Source: an optimization exercise on an open RTL-to-GDS flow (aim: small area and a short achievable clock period). Production flows keep margins and buffers that such runs may drop.
Function was checked by simulation only, so behaviour that the tests miss may differ from the original.
Power and IR drop assume default switching activity.

## fetch_unit
module fetch_unit #(
    parameter int DEPTH = 32
) (
    input  logic        clk,
    input  logic        rst,
    input  logic        stall,
    input  logic        mem_stall,
    input  logic        resolve_branch,
    input  logic        resolve_taken,
    input  logic        resolve_mispredict,
    input  logic [31:0] resolve_branch_pc,
    input  logic [31:0] resolve_dest,
    output logic [31:0] fetch_pc,
    output logic [31:0] fetch_npc,
    output logic [31:0] fetch_instr
);
For scale: about 170 I/O pins.
export LEC_CHECK = 0
export CAP_MARGIN = 20
export CORE_MARGIN = 2
export CORE_UTILIZATION = 60
export SETUP_SLACK_MARGIN = 2.5
export SLEW_MARGIN = 20
export SYNTH_HIERARCHICAL = 1
export SYNTH_MINIMUM_KEEP_SIZE = 0
create_clock -name core_clock -period 5.0 [get_ports {clk}]
standard.sh (not shown) runs the stock make flow with config.mk's settings and CLKGATE_MAP_FILE= SYNTH_SCRIPT=/design/flow/synth_recipe.tcl, a recipe that flattens the netlist after the stock synthesis.
==> flow/flow/run.sh <==
#!/bin/bash
# The standard layout (the standard.sh, standard synthesis unchanged) with
# two changes made through ORFS's own environment hooks:
#  - port buffers are buf_2 cells rather than the slow delay cells that
#    buffer_ports picks by default;
#  - clock tree: larger sink clusters and no dummy loads.
# ORFS's per-step logs go to orfs/logs/; make's whole output to standard.log.
set -euo pipefail
export BUFFER_PORTS_ARGS="-buffer_cell sky130_fd_sc_hd__buf_2"
export CTS_ARGS="-sink_clustering_enable -repair_clock_nets -dont_use_dummy_load -sink_clustering_size 24 -sink_clustering_max_diameter 80"
bash standard.sh > standard.log 2>&1
The first run went through all stages and came out clean.
Then changed:
==> flow/run.sh (new file) <==
#!/bin/bash
# synth_recipe.tcl (not shown) runs the flow's synth.tcl, then flattens the netlist and writes it again
# the make line also repeats each setting of config.mk as NAME=value (left out here)
make -C /OpenROAD-flow-scripts/flow DESIGN_CONFIG=/design/flow/config.mk WORK_HOME=/design/flow/orfs CLKGATE_MAP_FILE= SYNTH_SCRIPT=/design/flow/synth_recipe.tcl finish
removed: flow/flow/run.sh
removed: flow/standard.sh
After rerunning:
- The changed run went through all stages and came out clean
- power rose by 19%
- non-clock buffer count shrinks by 26
- die area is unchanged
- combinational power falls by about 1%
- area after synthesis stays the same

rev 12:
fetch_unit, a different RTL version from the one above (not shown whole).
For scale: roughly 2800 cells after synthesis, roughly 170 I/O pins.
==> flow/config.mk <==
export PLATFORM = sky130hd
export DESIGN_NAME = fetch_unit
export DESIGN_NICKNAME = fetch_unit
export VERILOG_FILES = /design/flow/design.v
export SDC_FILE = /design/flow/constraint.sdc
export NUM_CORES = 4
export LEC_CHECK = 0
export CAP_MARGIN = 20
export CORE_MARGIN = 2
export CORE_UTILIZATION = 70
export SETUP_SLACK_MARGIN = 2.8
export SLEW_MARGIN = 20
export SYNTH_HIERARCHICAL = 1
export SYNTH_MINIMUM_KEEP_SIZE = 0
==> flow/constraint.sdc <==
create_clock -name core_clock -period 5.0 [get_ports {clk}]
set_input_delay 1.0000 -clock core_clock [delete_from_list [all_inputs] [get_ports {clk}]]
set_output_delay 1.0000 -clock core_clock [all_outputs]
set_load 0.01 [all_outputs]
==> flow/flow/run.sh <==
#!/bin/bash
# The standard layout (the standard.sh, standard synthesis unchanged) with
# two changes made through ORFS's own environment hooks:
#  - port buffers are buf_2 cells rather than the slow delay cells that
#    buffer_ports picks by default;
#  - clock tree: larger sink clusters and no dummy loads.
# ORFS's per-step logs go to orfs/logs/; make's whole output to standard.log.
set -euo pipefail
export BUFFER_PORTS_ARGS="-buffer_cell sky130_fd_sc_hd__buf_2"
export CTS_ARGS="-sink_clustering_enable -repair_clock_nets -dont_use_dummy_load -sink_clustering_size 24 -sink_clustering_max_diameter 80"
bash standard.sh > standard.log 2>&1
> inputs changed (rev 12 -> rev 13)
Settings: an added TNS_END_PERCENT of 5; a change of SETUP_SLACK_MARGIN from 2.8 to 2.9; a change of CORE_UTILIZATION from 70 to 60.
Worst slew margin relative to its limit | rev 13 below rev 12
Rev 13 against rev 12: share of final-layout standard cells stronger than drive strength 1 dropped 4.0 points; clock network fraction of design power grew by 1.0 points; overall power down 4.0%; fraction of area in registers increased 1.6 points.

Setup of lane 1:
fetch_unit, a different RTL version from the one above (not shown whole).
Size in the first run: ~2700 cells after synthesis, roughly 1200 flip-flops, ~170 I/O pins, ~46000 um^2 of cells after synthesis.
Design fetch_unit, start of the top module:
module fetch_unit #(
    parameter int DEPTH = 32
) (
    input  logic        clk,
    input  logic        rst,
    input  logic        stall,
    input  logic        mem_stall,
    input  logic        resolve_branch,
    input  logic        resolve_taken,
    input  logic        resolve_mispredict,
    input  logic [31:0] resolve_branch_pc,
    input  logic [31:0] resolve_dest,
    output logic [31:0] fetch_pc,
    output logic [31:0] fetch_npc,
    output logic [31:0] fetch_instr
);
    localparam int IDX_W = $clog2(DEPTH);
    logic [IDX_W-1:0] fetch_idx;
    fetch_pkg::word_t instr_word;
    logic [DEPTH-1:0] rd_sel;
    fetch_pkg::word_t stored;
    logic [DEPTH-1:0] valid;
    logic [DEPTH-1:0] target_we;
    fetch_sequencer #(
        .DEPTH (DEPTH)
    ) u_seq (
        .clk          (clk),
        .rst          (rst),
        .stall        (stall),
        .mem_stall    (mem_stall),
        .mispredict   (resolve_mispredict),
        .dest         (resolve_dest),
        .fetch_idx    (fetch_idx),
        .instr_word   (instr_word),
        .valid        (valid),
        .rd_sel       (rd_sel),
        .stored       (stored),
        .fetch_pc     (fetch_pc),
        .fetch_npc    (fetch_npc),
        .fetch_instr  (fetch_instr)
    );
    instruction_rom #(
        .DEPTH (DEPTH)
    ) u_rom (
        .rd_idx     (fetch_idx),
        .instr_word (instr_word)
    );
    target_buffer #(
        .DEPTH (DEPTH)
    ) u_tgt (
  ...
Settings: LEC_CHECK=0, CAP_MARGIN=20, CORE_MARGIN=2, CORE_UTILIZATION=60, SLEW_MARGIN=20, SYNTH_HIERARCHICAL=1, SYNTH_MINIMUM_KEEP_SIZE=0; clock period 5.0 ns.
run.sh (not shown) runs the stock make flow with config.mk's settings and CLKGATE_MAP_FILE= SYNTH_SCRIPT=/design/flow/synth_recipe.tcl, a recipe that flattens the netlist after the stock synthesis.
Stock flow here: none of the scripts above is used.
Edits applied to the flow inputs when going from lane 1 to lane 2:
==> flow/flow/run.sh (new file) <==
#!/bin/bash
# Standard layout, run whole; each tool's output lands in standard.log
bash standard.sh > standard.log 2>&1
==> flow/standard.sh (new file) <==
#!/bin/bash
# synth_recipe.tcl (not shown) runs the flow's synth.tcl, then flattens the netlist and writes it again
# the make line also repeats each setting of config.mk as NAME=value (left out here)
make -C /OpenROAD-flow-scripts/flow DESIGN_CONFIG=/design/flow/config.mk WORK_HOME=/design/flow/orfs CLKGATE_MAP_FILE= SYNTH_SCRIPT=/design/flow/synth_recipe.tcl "${@:-finish}"
removed: flow/run.sh
==> run summary <==
Diff lane 2..lane 1 | top achievable clock speed | unchanged. From lane 1 to lane 2 the numbers moved as follows: synthesized flop and latch total was more or less identical; first-pass GRT wire length level.

build 76:
The RTL this note starts from:
==> flow/design.v <==
`timescale 1ns/1ns
package fetch_pkg;
    typedef logic [31:0] word_t;
    typedef enum logic [1:0] {
        strong_nt = 2'b00,
        weak_nt   = 2'b01,
        weak_t    = 2'b10,
        strong_t  = 2'b11
    } pred_state_e;
    typedef struct packed {
        logic  branch;
        logic  taken;
        logic  mispredict;
        word_t branch_pc;
        word_t dest;
    } resolve_t;
    typedef struct packed {
        word_t pc;
        word_t npc;
        word_t instr;
    } fetch_t;
endpackage
`timescale 1ns/1ns
module instruction_rom #(
    parameter int DEPTH = 32
) (
    input  logic [3:0]       sel_lo,
    input  logic [7:0]       sel_hi,
    output fetch_pkg::word_t instr_word
);
    fetch_pkg::word_t rom [DEPTH];
    initial begin
        $readmemh("program.hex", rom);
    end
    always_comb begin
        instr_word = '0;
        for (int w = 0; w < DEPTH; w++) begin
            instr_word = instr_word | (rom[w] & {32{sel_lo[w % 4] && sel_hi[w / 4]}});
        end
    end
endmodule
`timescale 1ns/1ns
module target_buffer #(
    parameter int DEPTH = 32
) (
    input  logic                   clk,
    input  logic                   rst,
    input  logic [DEPTH-1:0]       target_we,
    input  fetch_pkg::word_t       target_data,
    output logic [DEPTH-1:0]       valid,
    input  logic [DEPTH-1:0]       any_sel,
    input  logic [DEPTH-1:0]       rd_sel,
    output logic [1:0][31:0]       rd_half_n
);
    localparam int HALF = DEPTH / 2;
    logic [DEPTH-1:0][31:0] next_addr;
    logic [DEPTH-1:0][31:0] rd_term;
    always_ff @(posedge clk) begin
        for (int i = 0; i < DEPTH; i++) begin
            if (target_we[i]) begin
                next_addr[i] <= target_data;
            end
        end
    end
    always_ff @(posedge clk or posedge rst) begin
        if (rst) begin
            valid <= '0;
        end else begin
            valid <= valid | target_we;
        end
    end
    for (genvar i = 0; i < DEPTH; i++) begin : g_entry
        for (genvar b = 0; b < 32; b++) begin : g_bit
            if (((i + 1) >> b) & 1) begin : g_one
                assign rd_term[i][b] = any_sel[i] && (next_addr[i][b] || !valid[i]);
            end else begin : g_zero
                assign rd_term[i][b] = rd_sel[i] && next_addr[i][b];
            end
        end
    end
    always_comb begin
        for (int h = 0; h < 2; h++) begin
            rd_half_n[h] = '1;
            for (int i = 0; i < HALF; i++) begin
                rd_half_n[h] = rd_half_n[h] & ~rd_term[h * HALF + i];
            end
        end
    end
endmodule
`timescale 1ns/1ns
module predictor_table #(
    parameter int DEPTH = 32
) (
    input  logic                     clk,
    input  logic                     rst,
    input  logic                     step_en,
    input  logic                     taken,
    input  logic [$clog2(DEPTH)-1:0] upd_idx,
    output logic [DEPTH-1:0]         target_we
);
    logic [DEPTH-1:0] dir;
    logic [DEPTH-1:0] sat;
    logic [DEPTH-1:0] hit;
    logic [DEPTH-1:0] cross_t;
    logic [DEPTH-1:0] cross_n;
    logic [3:0]       dec_lo;
    logic [7:0]       dec_hi;
    index_predecode u_dec (
        .idx (upd_idx),
        .en  (step_en),
        .lo  (dec_lo),
        .hi  (dec_hi)
    );
    always_comb begin
        for (int i = 0; i < DEPTH; i++) begin
            hit[i]     = dec_lo[i % 4] && dec_hi[i / 4];
            cross_t[i] = !sat[i] && !dir[i];
            cross_n[i] = !sat[i] && dir[i];
            target_we[i] = hit[i] && (taken ? cross_t[i] : cross_n[i]);
        end
    end
    always_ff @(posedge clk or posedge rst) begin
        if (rst) begin
            dir <= '0;
            sat <= '0;
        end else begin
            for (int i = 0; i < DEPTH; i++) begin
                dir[i] <= dir[i] ^ target_we[i];
                if (hit[i]) begin
                    sat[i] <= (dir[i] == taken);
                end
            end
        end
    end
endmodule
`timescale 1ns/1ns
module fetch_sequencer #(
    parameter int DEPTH = 32
) (
    input  logic                     clk,
    input  logic                     rst,
    input  logic                     stall,
    input  logic                     mem_stall,
    input  logic                     mispredict,
    input  fetch_pkg::word_t         dest,
    output logic [3:0]               rom_lo,
    output logic [7:0]               rom_hi,
    input  fetch_pkg::word_t         instr_word,
    input  logic [DEPTH-1:0]         valid,
    output logic [DEPTH-1:0]         any_sel,
    output logic [DEPTH-1:0]         rd_sel,
    input  logic [1:0][31:0]         rd_half_n,
    output fetch_pkg::word_t         fetch_pc,
    output fetch_pkg::word_t         fetch_npc,
    output fetch_pkg::word_t         fetch_instr
);
    localparam int IDX_W = $clog2(DEPTH);
    fetch_pkg::word_t fetch_addr;
    logic [IDX_W-1:0] fetch_idx;
    logic [3:0]       dec_lo;
    logic [7:0]       dec_hi;
    logic             load_en;
    assign fetch_addr = mispredict ? dest : npc_q;
    assign fetch_idx  = fetch_addr[IDX_W-1:0];
    assign load_en  = !mem_stall && (mispredict || !stall);
    index_predecode u_dec (
        .idx (fetch_idx),
        .en  (load_en),
        .lo  (dec_lo),
        .hi  (dec_hi)
    );
    assign rom_lo = dec_lo;
    assign rom_hi = dec_hi;
    always_comb begin
        for (int i = 0; i < DEPTH; i++) begin
            any_sel[i] = dec_lo[i % 4] && dec_hi[i / 4];
            rd_sel[i]  = valid[i] && dec_lo[i % 4] && dec_hi[i / 4];
        end
    end
    always_ff @(posedge clk or posedge rst) begin
        if (rst) begin
            fetch_pc <= '0;
        end else if (load_en) begin
            fetch_pc <= fetch_addr;
        end
    end
    fetch_pkg::word_t npc_q;
    fetch_pkg::word_t npc_nxt;
    assign npc_nxt = ~(rd_half_n[0] & rd_half_n[1] & ~(npc_q & {32{!load_en}}));
    always_ff @(posedge clk or posedge rst) begin
        if (rst) begin
            npc_q       <= '0;
            fetch_instr <= '0;
        end else begin
            npc_q       <= npc_nxt;
            fetch_instr <= instr_word | (fetch_instr & {32{!load_en}});
        end
    end
    port_reg u_npc_out (
        .clk (clk),
        .rst (rst),
        .d   (npc_nxt),
        .q   (fetch_npc)
    );
endmodule
module index_predecode (
    input  logic [4:0] idx,
    input  logic       en,
    output logic [3:0] lo,
    output logic [7:0] hi
);
    always_comb begin
        for (int i = 0; i < 4; i++) begin
            lo[i] = (idx[1:0] == 2'(i));
        end
        for (int i = 0; i < 8; i++) begin
            hi[i] = en && (idx[4:2] == 3'(i));
        end
    end
endmodule
module port_reg (
    input  logic             clk,
    input  logic             rst,
    input  fetch_pkg::word_t d,
    output fetch_pkg::word_t q
);
    always_ff @(posedge clk or posedge rst) begin
        if (rst) begin
            q <= '0;
        end else begin
            q <= d;
        end
    end
endmodule
`timescale 1ns/1ns
module fetch_unit #(
    parameter int DEPTH = 32
) (
    input  logic        clk,
    input  logic        rst,
    input  logic        stall,
    input  logic        mem_stall,
    input  logic        resolve_branch,
    input  logic        resolve_taken,
    input  logic        resolve_mispredict,
    input  logic [31:0] resolve_branch_pc,
    input  logic [31:0] resolve_dest,
    output logic [31:0] fetch_pc,
    output logic [31:0] fetch_npc,
    output logic [31:0] fetch_instr
);
    localparam int IDX_W = $clog2(DEPTH);
    logic [3:0]       rom_lo;
    logic [7:0]       rom_hi;
    fetch_pkg::word_t instr_word;
    logic [DEPTH-1:0] rd_sel;
    logic [DEPTH-1:0] any_sel;
    logic [DEPTH-1:0] valid;
    logic [1:0][31:0] rd_half_n;
    logic [DEPTH-1:0] target_we;
    fetch_sequencer #(
        .DEPTH (DEPTH)
    ) u_seq (
        .clk          (clk),
        .rst          (rst),
        .stall        (stall),
        .mem_stall    (mem_stall),
        .mispredict   (resolve_mispredict),
        .dest         (resolve_dest),
        .rom_lo       (rom_lo),
        .rom_hi       (rom_hi),
        .instr_word   (instr_word),
        .valid        (valid),
        .any_sel      (any_sel),
        .rd_sel       (rd_sel),
        .rd_half_n    (rd_half_n),
        .fetch_pc     (fetch_pc),
        .fetch_npc    (fetch_npc),
        .fetch_instr  (fetch_instr)
    );
    instruction_rom #(
        .DEPTH (DEPTH)
    ) u_rom (
        .sel_lo     (rom_lo),
        .sel_hi     (rom_hi),
        .instr_word (instr_word)
    );
    target_buffer #(
        .DEPTH (DEPTH)
    ) u_tgt (
        .clk          (clk),
        .rst          (rst),
        .target_we    (target_we),
        .target_data  (resolve_dest),
        .valid        (valid),
        .any_sel      (any_sel),
        .rd_sel       (rd_sel),
        .rd_half_n    (rd_half_n)
    );
    predictor_table #(
        .DEPTH (DEPTH)
    ) u_pred (
        .clk        (clk),
        .rst        (rst),
        .step_en    (resolve_branch && !mem_stall),
        .taken      (resolve_taken),
        .upd_idx    (resolve_branch_pc[IDX_W-1:0]),
        .target_we  (target_we)
    );
endmodule
Settings: LEC_CHECK=0, CAP_MARGIN=20, CORE_MARGIN=2, CORE_UTILIZATION=60, PLACE_DENSITY=0.72, SETUP_SLACK_MARGIN=3.1, SLEW_MARGIN=20, SYNTH_HIERARCHICAL=1, SYNTH_MINIMUM_KEEP_SIZE=0, TNS_END_PERCENT=0; clock period 5.0 ns.
standard.sh (not shown) runs the stock make flow with config.mk's settings and CLKGATE_MAP_FILE= SYNTH_SCRIPT=/design/flow/synth_recipe.tcl, a recipe that flattens the netlist after the stock synthesis.
==> flow/flow/run.sh <==
#!/bin/bash
# The standard layout (the standard.sh, standard synthesis unchanged) with
# two changes made through ORFS's own environment hooks:
#  - port buffers are buf_2 cells rather than the slow delay cells that
#    buffer_ports picks by default;
#  - clock tree: larger sink clusters and no dummy loads.
# ORFS's per-step logs go to orfs/logs/; make's whole output to standard.log.
set -euo pipefail
export BUFFER_PORTS_ARGS="-buffer_cell sky130_fd_sc_hd__buf_2"
export CTS_ARGS="-sink_clustering_enable -repair_clock_nets -dont_use_dummy_load -sink_clustering_size 24 -sink_clustering_max_diameter 80"
bash standard.sh > standard.log 2>&1
Build 76 did not stop at any stage, and its layout met the timing, DRC and antenna checks.
Input changes introduced in build 30 (baseline for comparison: build 76):
Settings: a deleted PLACE_DENSITY that had been 0.72.
[summary]
Build 30: no failed stages, no open violations at the end
Build 76 → build 30: maximum frequency has increased; global-route wire length before repair increased by about 2.6% relative to the old numbers; final-report hold violation count closely matched the old numbers; worst setup slack now larger; multi-input gate share of the layout cell area closely matched the old numbers.
Per the comparison of build 30 with build 76, wire length after detailed routing increased 2.2%; global routing usage on met2 climbed 2.4 points; minimum clock period moved down; count of plain and timing-repair buffers shrank by 29.

[static timing again, ports no longer ideal]
The flow's constraints put no driver on any port. The routed layouts listed below were extracted and timed again, unchanged, in two steps.
Step 1, drivers: a clkbuf_16 drives clk and a buf_2 each remaining input, both assumed.
Step 2 times the ports against the registers' clock, not the clock port: input delays grow and output delays shrink by t, the midpoint of the rising clock arrivals with the driver on.
a / b / c = no drivers / after step 1 / after step 2; a / b = the first two.
| run | t, ns | setup slack, ns | worst setup path after step 2 |
|---|---|---|---|
| the first run of note 1 | 0.715 | 2.028 / 1.806 / 1.092 | input to register |
| the second run of note 1 | 0.755 | 2.069 / 1.854 / 1.099 | input to register |
| rev 12 | 0.724 | 2.216 / 2.150 / 1.427 | input to register |
| rev 13 | 0.717 | 2.320 / 2.250 / 1.533 | input to register |
| lane 1 | 0.748 | 0.864 / 0.906 / 0.158 | input to register |
| lane 2 | 0.748 | 0.864 / 0.906 / 0.158 | input to register |
| build 76 | 0.707 | 2.326 / 2.330 / 1.625 | input to register |
| build 30 | 0.707 | 2.338 / 2.270 / 1.563 | input to register |
After both steps every run listed still meets setup and hold. For the second run of note 1, which loses most, drivers alone change the setup slack by -0.215 ns; drivers and shift together by -0.970 ns.
